From an optimization exercise on the open Yosys and OpenROAD flow, aimed at small area, a short achievable clock period and few clock cycles per item; shortcuts taken in it are not production practice. RTL that was checked went through simulation tests only; none was proved equivalent to the original. No activity file was given, so power comes from the tool's default toggle rates.

==> run a: inputs <==
## tetris_color_grid
module tetris_color_grid (
    input  logic                   clk,
    input  logic                   rst_n,
    input  logic                   place,
    input  piece_pkg::piece_type_t piece_type,
    input  piece_pkg::rotation_t   rotation,
    input  grid_pkg::cell_idx_t    location,
    input  logic                   clear,
    input  grid_pkg::row_mask_t    full_rows,
    output logic                   busy,
    input  grid_pkg::cell_idx_t    read_addr,
    output piece_pkg::color_t      read_data
);
==> module grid_update_fsm, before the edit <==
module grid_update_fsm (
    input  logic                clk,
    input  logic                rst_n,
    input  logic                place,
    input  logic                clear,
    input  grid_pkg::row_mask_t full_rows,
    output logic                busy,
    output logic                init,
    output logic                do_place,
    output grid_pkg::row_mask_t shift_1,
    output grid_pkg::row_mask_t shift_2
);
    localparam int R = grid_pkg::GRID_ROWS;
    grid_pkg::row_mask_t pend;       
    logic                more;       
    grid_pkg::row_mask_t cur;        
    grid_pkg::row_mask_t left;       
    logic                do_clear;
    function automatic logic [3*R-1:0] moves(input grid_pkg::row_mask_t m);
        logic [R+1:0]        one_up;    
        logic [R+1:0]        two_up;    
        grid_pkg::row_mask_t s1, s2, rest;
        one_up[R+1] = 1'b0;
        two_up[R+1] = 1'b0;
        one_up[R]   = 1'b0;
        two_up[R]   = 1'b0;
        for (int r = R - 1; r >= 0; r--) begin
            one_up[r] = one_up[r+1] | m[r];
            two_up[r] = two_up[r+1] | (one_up[r+1] & m[r]);
        end
        for (int r = 0; r < R; r++) begin
            s2[r]   = two_up[0] & !one_up[r+2];
            s1[r]   = two_up[0] ? (!two_up[r+1] & one_up[r+2])
                                : (one_up[0] & !one_up[r+1]);
            rest[r] = m[r] & two_up[r+1];
        end
        moves = {rest, s2, s1};
    endfunction
    assign busy     = init | more;
    assign do_place = !busy && place;
    assign do_clear = !busy && !place && clear;
    assign cur      = busy ? pend : (do_clear ? full_rows : '0);
    logic [3*R-1:0] mv;
    assign mv      = moves(cur);
    assign shift_1 = mv[R-1:0];
    assign shift_2 = mv[2*R-1:R];
    assign left    = mv[3*R-1:2*R];
    always_ff @(posedge clk or negedge rst_n) begin
        if (!rst_n) begin
            init   <= 1'b1;
            pend   <= '0;
            more   <= 1'b0;
        end else begin
            init   <= 1'b0;
            pend   <= left;
            more   <= |left;
        end
    end
endmodule
Settings: LEC_CHECK=0, CAP_MARGIN=20, CORE_MARGIN=2, CORE_UTILIZATION=40, SETUP_SLACK_MARGIN=1.0, SLEW_MARGIN=20, SYNTH_HIERARCHICAL=1; clock period 7.0 ns.
run.sh (not shown) runs the stock make flow with config.mk's settings and CLKGATE_MAP_FILE= SYNTH_SCRIPT=/design/flow/synth_recipe.tcl, a recipe that flattens the netlist after the stock synthesis.
==> run b: changes against run a <==
--- a/flow/design.v
+++ b/flow/design.v
@@ -197,4 +197,10 @@
     logic                more;       
+    grid_pkg::row_mask_t pend_1;     
+    grid_pkg::row_mask_t pend_2;
     grid_pkg::row_mask_t cur;        
     grid_pkg::row_mask_t left;       
+    grid_pkg::row_mask_t new_1;      
+    grid_pkg::row_mask_t new_2;
+    grid_pkg::row_mask_t nxt_1;      
+    grid_pkg::row_mask_t nxt_2;
     logic                do_clear;
@@ -224,7 +230,13 @@
     assign cur      = busy ? pend : (do_clear ? full_rows : '0);
-    logic [3*R-1:0] mv;
-    assign mv      = moves(cur);
-    assign shift_1 = mv[R-1:0];
-    assign shift_2 = mv[2*R-1:R];
-    assign left    = mv[3*R-1:2*R];
+    logic [3*R-1:0] mv_new, mv_cur, mv_nxt;
+    assign mv_new = moves(full_rows);
+    assign mv_cur = moves(cur);
+    assign left   = mv_cur[3*R-1:2*R];
+    assign mv_nxt = moves(left);
+    assign new_1  = mv_new[R-1:0];
+    assign new_2  = mv_new[2*R-1:R];
+    assign nxt_1  = mv_nxt[R-1:0];
+    assign nxt_2  = mv_nxt[2*R-1:R];
+    assign shift_1 = busy ? pend_1 : (do_clear ? new_1 : '0);
+    assign shift_2 = busy ? pend_2 : (do_clear ? new_2 : '0);
     always_ff @(posedge clk or negedge rst_n) begin
@@ -234,2 +246,4 @@
             more   <= 1'b0;
+            pend_1 <= '0;
+            pend_2 <= '0;
         end else begin
@@ -238,2 +252,4 @@
             more   <= |left;
+            pend_1 <= nxt_1;
+            pend_2 <= nxt_2;
         end
--- a/flow/config.mk
+++ b/flow/config.mk
@@ -10,4 +10,3 @@
 export CORE_UTILIZATION = 40
-export SETUP_SLACK_MARGIN = 1.0
+export SETUP_SLACK_MARGIN = 0.5
 export SLEW_MARGIN = 20
-export SYNTH_HIERARCHICAL = 1
==> flow_summary.yaml <==
layout:
  fillers: 9980
  multiInputGateArea_sq_mm: 0.0219
critical_path:
  cp_num_buf_inv: 5
  worst-path-stages: 14
  critPathTopFamily: "compound AO/OA/AOI/OAI gates"
  crit_start: "read_addr[0]"
pwr:
  p_sw_mw: 4.21
run_status:
  outcome: "complete, no violations"
(the above is from run b)
==> flow_summary.yaml <==
layout:
  multi_input_cells: 2933
  fillers: 10230
detailed_routing:
  drt-total-wl_um: 221000
critical_path:
  cp_num_buf_inv: 4
  worst-path-stages: 10
pwr:
  p_sw_mw: 9.91
  pg_comb_mw: 9.07
run_status:
  outcome: "complete, no violations"
(the above is from run a)
No run of this note included a check of the RTL's function; only the layout flow was run.

---

==> inputs of v38 <==
tetris_color_grid, a different RTL version from the one above (not shown whole).
==> module color_grid_ram, before the edit <==
module color_grid_ram (
    input  logic                clk,
    input  grid_pkg::row_mask_t shift_1,
    input  grid_pkg::row_mask_t shift_2,
    input  logic                init,
    input  logic [grid_pkg::GRID_CELLS-1:0] hit,
    input  piece_pkg::color_t   wr_data,
    input  grid_pkg::cell_idx_t read_addr,
    output piece_pkg::color_t   read_data
);
    localparam int N = grid_pkg::GRID_CELLS;
    localparam int C = grid_pkg::GRID_COLS;
    piece_pkg::color_t mem [N];
    always_ff @(posedge clk) begin
        for (int i = 0; i < N; i++) begin
            if (shift_1[i / C] | shift_2[i / C] | init | hit[i]) begin
                mem[i] <= ({3{shift_1[i / C]}} & ((i + C < N) ? mem[(i + C) % N] : 3'd0))
                        | ({3{shift_2[i / C]}} & ((i + 2 * C < N) ? mem[(i + 2 * C) % N] : 3'd0))
                        | wr_data;
            end
        end
    end
    localparam int NB = (N + 15) / 16;
    piece_pkg::color_t blk [NB];
    always_comb begin
        for (int b = 0; b < NB; b++) begin
            blk[b] = '0;
            for (int j = 0; j < 16; j++) begin
                if (b * 16 + j < N && read_addr[3:0] == j) blk[b] = mem[(b * 16 + j) % N];
            end
        end
        read_data = '0;
        for (int b = 0; b < NB; b++) begin
            if (read_addr[7:4] == b) read_data = blk[b];
        end
    end
endmodule
==> module tetris_color_grid, before the edit <==
module tetris_color_grid (
    input  logic                   clk,
    input  logic                   rst_n,
    input  logic                   place,
    input  piece_pkg::piece_type_t piece_type,
    input  piece_pkg::rotation_t   rotation,
    input  grid_pkg::cell_idx_t    location,
    input  logic                   clear,
    input  grid_pkg::row_mask_t    full_rows,
    output logic                   busy,
    input  grid_pkg::cell_idx_t    read_addr,
    output piece_pkg::color_t      read_data
);
    localparam int N = grid_pkg::GRID_CELLS;
    logic                   init;
    logic                   do_place;
    grid_pkg::row_mask_t    shift_1;
    grid_pkg::row_mask_t    shift_2;
    localparam int W  = 32;
    localparam int NH = (N + W - 1) / W;
    localparam int ND = 3;
    logic [ND*NH-1:0]       row;
    logic [ND*W-1:0]        col;
    logic [N-1:0]           hit;
    piece_pkg::color_t      wr_data;
    piece_cell_decoder decode_i (
        .en         (do_place),
        .piece_type (piece_type),
        .rotation   (rotation),
        .location   (location),
        .row        (row),
        .col        (col)
    );
    grid_update_fsm execute_i (
        .clk       (clk),
        .rst_n     (rst_n),
        .place     (place),
        .clear     (clear),
        .full_rows (full_rows),
        .busy      (busy),
        .init      (init),
        .do_place  (do_place),
        .shift_1   (shift_1),
        .shift_2   (shift_2)
    );
    always_comb begin
        for (int i = 0; i < N; i++) begin
            hit[i] = 1'b0;
            for (int k = 0; k < ND; k++) begin
                hit[i] = hit[i] | (row[k * NH + i / W] & col[k * W + i % W]);
            end
        end
    end
    assign wr_data = do_place ? piece_type : 3'd0;
    color_grid_ram result_i (
        .clk       (clk),
        .shift_1   (shift_1),
        .shift_2   (shift_2),
        .init      (init),
        .hit       (hit),
        .wr_data   (wr_data),
        .read_addr (read_addr),
        .read_data (read_data)
    );
endmodule
make LEC_CHECK=0 CAP_MARGIN=20 CORE_MARGIN=2 CORE_UTILIZATION=40 SETUP_SLACK_MARGIN=2.5 SLEW_MARGIN=20 SYNTH_HIERARCHICAL=1 finish   # period 7.0 ns
==> inputs of v11, as changes to v38 <==
--- a/flow/design.v
+++ b/flow/design.v
@@ -267,5 +267,6 @@
     input  grid_pkg::row_mask_t shift_2,
     input  logic                init,
-    input  logic [grid_pkg::GRID_CELLS-1:0] hit,
+    input  logic [3*7-1:0]      row,         
+    input  logic [3*32-1:0]     col,         
     input  piece_pkg::color_t   wr_data,
     input  grid_pkg::cell_idx_t read_addr,
@@ -274,4 +275,16 @@
     localparam int N = grid_pkg::GRID_CELLS;
     localparam int C = grid_pkg::GRID_COLS;
+    localparam int W  = 32;
+    localparam int NH = (N + W - 1) / W;
+    localparam int ND = 3;
+    logic [N-1:0] hit;
+    always_comb begin
+        for (int i = 0; i < N; i++) begin
+            hit[i] = 1'b0;
+            for (int k = 0; k < ND; k++) begin
+                hit[i] = hit[i] | (row[k * NH + i / W] & col[k * W + i % W]);
+            end
+        end
+    end
     piece_pkg::color_t mem [N];
     always_ff @(posedge clk) begin
@@ -284,17 +297,22 @@
         end
     end
-    localparam int NB = (N + 15) / 16;
-    piece_pkg::color_t blk [NB];
+    piece_pkg::color_t rt [256];
+    piece_pkg::color_t l1 [128];
+    piece_pkg::color_t l2 [64];
+    piece_pkg::color_t l3 [32];
+    piece_pkg::color_t l4 [16];
+    piece_pkg::color_t l5 [8];
+    piece_pkg::color_t l6 [4];
+    piece_pkg::color_t l7 [2];
     always_comb begin
-        for (int b = 0; b < NB; b++) begin
-            blk[b] = '0;
-            for (int j = 0; j < 16; j++) begin
-                if (b * 16 + j < N && read_addr[3:0] == j) blk[b] = mem[(b * 16 + j) % N];
-            end
-        end
-        read_data = '0;
-        for (int b = 0; b < NB; b++) begin
-            if (read_addr[7:4] == b) read_data = blk[b];
-        end
+        for (int i = 0; i < 256; i++) rt[i] = (i < N) ? mem[i % N] : 3'd0;
+        for (int i = 0; i < 128; i++) l1[i] = read_addr[0] ? rt[2*i+1] : rt[2*i];
+        for (int i = 0; i < 64; i++)  l2[i] = read_addr[1] ? l1[2*i+1] : l1[2*i];
+        for (int i = 0; i < 32; i++)  l3[i] = read_addr[2] ? l2[2*i+1] : l2[2*i];
+        for (int i = 0; i < 16; i++)  l4[i] = read_addr[3] ? l3[2*i+1] : l3[2*i];
+        for (int i = 0; i < 8; i++)   l5[i] = read_addr[4] ? l4[2*i+1] : l4[2*i];
+        for (int i = 0; i < 4; i++)   l6[i] = read_addr[5] ? l5[2*i+1] : l5[2*i];
+        for (int i = 0; i < 2; i++)   l7[i] = read_addr[6] ? l6[2*i+1] : l6[2*i];
+        read_data = read_addr[7] ? l7[1] : l7[0];
     end
 endmodule
@@ -322,5 +340,4 @@
     logic [ND*NH-1:0]       row;
     logic [ND*W-1:0]        col;
-    logic [N-1:0]           hit;
     piece_pkg::color_t      wr_data;
     piece_cell_decoder decode_i (
@@ -344,12 +361,4 @@
         .shift_2   (shift_2)
     );
-    always_comb begin
-        for (int i = 0; i < N; i++) begin
-            hit[i] = 1'b0;
-            for (int k = 0; k < ND; k++) begin
-                hit[i] = hit[i] | (row[k * NH + i / W] & col[k * W + i % W]);
-            end
-        end
-    end
     assign wr_data = do_place ? piece_type : 3'd0;
     color_grid_ram result_i (
@@ -358,5 +367,6 @@
         .shift_2   (shift_2),
         .init      (init),
-        .hit       (hit),
+        .row       (row),
+        .col       (col),
         .wr_data   (wr_data),
         .read_addr (read_addr),
==> flow/flow/run.sh (new file) <==
#!/bin/bash
set -euo pipefail
export BUFFER_PORTS_ARGS="-buffer_cell sky130_fd_sc_hd__buf_4"
echo 'export DONT_USE_CELLS += sky130_fd_sc_hd__a222oi_1' >> config.mk
bash standard.sh > standard.log 2>&1
==> flow/standard.sh (new file) <==
#!/bin/bash
# synth_recipe.tcl (not shown) runs the flow's synth.tcl, then flattens the netlist and writes it again
# the make line also repeats each setting of config.mk as NAME=value (left out here)
make -C /OpenROAD-flow-scripts/flow DESIGN_CONFIG=/design/flow/config.mk WORK_HOME=/design/flow/orfs CLKGATE_MAP_FILE= SYNTH_SCRIPT=/design/flow/synth_recipe.tcl "${@:-finish}"
--- a/flow/config.mk
+++ b/flow/config.mk
@@ -8,6 +8,10 @@
 export CAP_MARGIN = 20
 export CORE_MARGIN = 2
-export CORE_UTILIZATION = 40
-export SETUP_SLACK_MARGIN = 2.5
+export CORE_UTILIZATION = 65
+export CTS_CLUSTER_DIAMETER = 80
+export CTS_CLUSTER_SIZE = 24
+export PLACE_DENSITY = 0.75
+export SETUP_SLACK_MARGIN = 2.2
 export SLEW_MARGIN = 20
 export SYNTH_HIERARCHICAL = 1
+export DONT_USE_CELLS += sky130_fd_sc_hd__a222oi_1
removed: flow/run.sh
==> inputs of v17, as changes to v38 <==
--- a/flow/design.v
+++ b/flow/design.v
@@ -267,5 +267,6 @@
     input  grid_pkg::row_mask_t shift_2,
     input  logic                init,
-    input  logic [grid_pkg::GRID_CELLS-1:0] hit,
+    input  logic [3*7-1:0]      row,         
+    input  logic [3*32-1:0]     col,         
     input  piece_pkg::color_t   wr_data,
     input  grid_pkg::cell_idx_t read_addr,
@@ -274,4 +275,16 @@
     localparam int N = grid_pkg::GRID_CELLS;
     localparam int C = grid_pkg::GRID_COLS;
+    localparam int W  = 32;
+    localparam int NH = (N + W - 1) / W;
+    localparam int ND = 3;
+    logic [N-1:0] hit;
+    always_comb begin
+        for (int i = 0; i < N; i++) begin
+            hit[i] = 1'b0;
+            for (int k = 0; k < ND; k++) begin
+                hit[i] = hit[i] | (row[k * NH + i / W] & col[k * W + i % W]);
+            end
+        end
+    end
     piece_pkg::color_t mem [N];
     always_ff @(posedge clk) begin
@@ -284,17 +297,22 @@
         end
     end
-    localparam int NB = (N + 15) / 16;
-    piece_pkg::color_t blk [NB];
+    piece_pkg::color_t rt [256];
+    piece_pkg::color_t l1 [128];
+    piece_pkg::color_t l2 [64];
+    piece_pkg::color_t l3 [32];
+    piece_pkg::color_t l4 [16];
+    piece_pkg::color_t l5 [8];
+    piece_pkg::color_t l6 [4];
+    piece_pkg::color_t l7 [2];
     always_comb begin
-        for (int b = 0; b < NB; b++) begin
-            blk[b] = '0;
-            for (int j = 0; j < 16; j++) begin
-                if (b * 16 + j < N && read_addr[3:0] == j) blk[b] = mem[(b * 16 + j) % N];
-            end
-        end
-        read_data = '0;
-        for (int b = 0; b < NB; b++) begin
-            if (read_addr[7:4] == b) read_data = blk[b];
-        end
+        for (int i = 0; i < 256; i++) rt[i] = (i < N) ? mem[i % N] : 3'd0;
+        for (int i = 0; i < 128; i++) l1[i] = read_addr[0] ? rt[2*i+1] : rt[2*i];
+        for (int i = 0; i < 64; i++)  l2[i] = read_addr[1] ? l1[2*i+1] : l1[2*i];
+        for (int i = 0; i < 32; i++)  l3[i] = read_addr[2] ? l2[2*i+1] : l2[2*i];
+        for (int i = 0; i < 16; i++)  l4[i] = read_addr[3] ? l3[2*i+1] : l3[2*i];
+        for (int i = 0; i < 8; i++)   l5[i] = read_addr[4] ? l4[2*i+1] : l4[2*i];
+        for (int i = 0; i < 4; i++)   l6[i] = read_addr[5] ? l5[2*i+1] : l5[2*i];
+        for (int i = 0; i < 2; i++)   l7[i] = read_addr[6] ? l6[2*i+1] : l6[2*i];
+        read_data = read_addr[7] ? l7[1] : l7[0];
     end
 endmodule
@@ -322,5 +340,4 @@
     logic [ND*NH-1:0]       row;
     logic [ND*W-1:0]        col;
-    logic [N-1:0]           hit;
     piece_pkg::color_t      wr_data;
     piece_cell_decoder decode_i (
@@ -344,12 +361,4 @@
         .shift_2   (shift_2)
     );
-    always_comb begin
-        for (int i = 0; i < N; i++) begin
-            hit[i] = 1'b0;
-            for (int k = 0; k < ND; k++) begin
-                hit[i] = hit[i] | (row[k * NH + i / W] & col[k * W + i % W]);
-            end
-        end
-    end
     assign wr_data = do_place ? piece_type : 3'd0;
     color_grid_ram result_i (
@@ -358,5 +367,6 @@
         .shift_2   (shift_2),
         .init      (init),
-        .hit       (hit),
+        .row       (row),
+        .col       (col),
         .wr_data   (wr_data),
         .read_addr (read_addr),
==> flow/flow/run.sh (new file) <==
#!/bin/bash
set -euo pipefail
export BUFFER_PORTS_ARGS="-buffer_cell sky130_fd_sc_hd__buf_4"
echo 'export DONT_USE_CELLS += sky130_fd_sc_hd__a222oi_1' >> config.mk
bash standard.sh > standard.log 2>&1
==> flow/standard.sh (new file) <==
#!/bin/bash
# synth_recipe.tcl (not shown) runs the flow's synth.tcl, then flattens the netlist and writes it again
# the make line also repeats each setting of config.mk as NAME=value (left out here)
make -C /OpenROAD-flow-scripts/flow DESIGN_CONFIG=/design/flow/config.mk WORK_HOME=/design/flow/orfs CLKGATE_MAP_FILE= SYNTH_SCRIPT=/design/flow/synth_recipe.tcl "${@:-finish}"
--- a/flow/config.mk
+++ b/flow/config.mk
@@ -8,6 +8,10 @@
 export CAP_MARGIN = 20
 export CORE_MARGIN = 2
-export CORE_UTILIZATION = 40
-export SETUP_SLACK_MARGIN = 2.5
+export CORE_UTILIZATION = 55
+export CTS_CLUSTER_DIAMETER = 80
+export CTS_CLUSTER_SIZE = 24
+export PLACE_DENSITY = 0.65
+export SETUP_SLACK_MARGIN = 1.8
 export SLEW_MARGIN = 20
 export SYNTH_HIERARCHICAL = 1
+export DONT_USE_CELLS += sky130_fd_sc_hd__a222oi_1
removed: flow/run.sh
==> comparison <==
Between v17 and v11, the lower first-iteration DRC count is in v17 (gap 15%, measured against v11).
The lowest design area belongs to v17, the highest to v38.
The lowest sequential share of layout area belongs to v38, the highest to v17.
v11 produced a clean layout. v38 went through all stages and came out clean. v17 completed with no timing, DRC or antenna violations.
The highest total power belongs to v38, the lowest to v17.
Of v17 and v38, v38 has the higher count of clock-buffer cells in the layout (gap 47).
In v38 the hold slack is worse than in v17, by 13 ps.
==> figures <==
| metric | v11 | v17 | v38 |
|---|---|---|---|
| Outcome | timing/DRC/antenna clean | timing/DRC/antenna clean | timing/DRC/antenna clean |
| Total power | 20600 uW | 19800 uW | 22100 uW |
| Met1 Wirelength | 52800 um | 61100 um | 75400 um |
| Wire length of the first global-routing pass | 255000 um | 265000 um | 293000 um |
| # rows | 89 | 97 | 116 |
| Clock buffers | 41 | 42 | 89 |
| Critical path class | input port to flop | input port to output pin | input port to output pin |
| Worst hold margin | 588 ps | 599 ps | 586 ps |
| Via count | 38.1k | 36.9k | 39.9k |
| Clock edge transition at the registers on the reported setup and hold paths | 90 ps | 100 ps | 60 ps |
| Met3 Usage GRT | 0.300 | 0.251 | 0.125 |
| Multiplexer share of the synthesized area | 0.0960 | 0.0960 | 0.0442 |
| Starting Density | 0.658 | 0.555 | 0.405 |
Testbench counts of v11, summed over its fixed seeds: cycles 1,039, commands 960.
Testbench counts of v17, summed over its fixed seeds: cycles 1,039, commands 960.
Function not checked in v38: the RTL went through the layout flow alone.

what the ideal ports hide:
How much do the figures lean on ideal ports? The routed layouts below were timed once more, with nothing changed but the port constraints.
Step 1 sets driving cells, clkbuf_16 on the clock port and buf_2 on the other inputs (assumed; they add their load-dependent delay and slew).
Step 2 also shifts input and output timing later by t, the mid clock arrival at the registers, as if the neighbouring blocks saw the same clock.
Three values: ideal ports, drivers, drivers and shift; two values: the first two.
| run | t (ns) | setup slack, ns | worst data-port slew with drivers (ns) | pins driven straight from the clock port |
|---|---|---|---|---|
| run a | 0.726 | 0.896 / 0.745 / 0.616 | 0.25 | 1 |
| run b | 0.736 | 0.677 / 0.651 / 0.251 | 0.10 | 1 |
| v38 | 0.732 | 1.447 / 1.241 / 1.241 | 0.26 | 1 |
| v11 | 0.663 | 1.864 / 1.335 / 1.238 | 0.67 | 1 |
| v17 | 0.680 | 1.642 / 1.410 / 1.104 | 0.35 | 1 |
After both steps every run listed still meets setup and hold. For v11, which loses most, drivers alone change the setup slack by -0.529 ns; drivers and shift together by -0.626 ns.
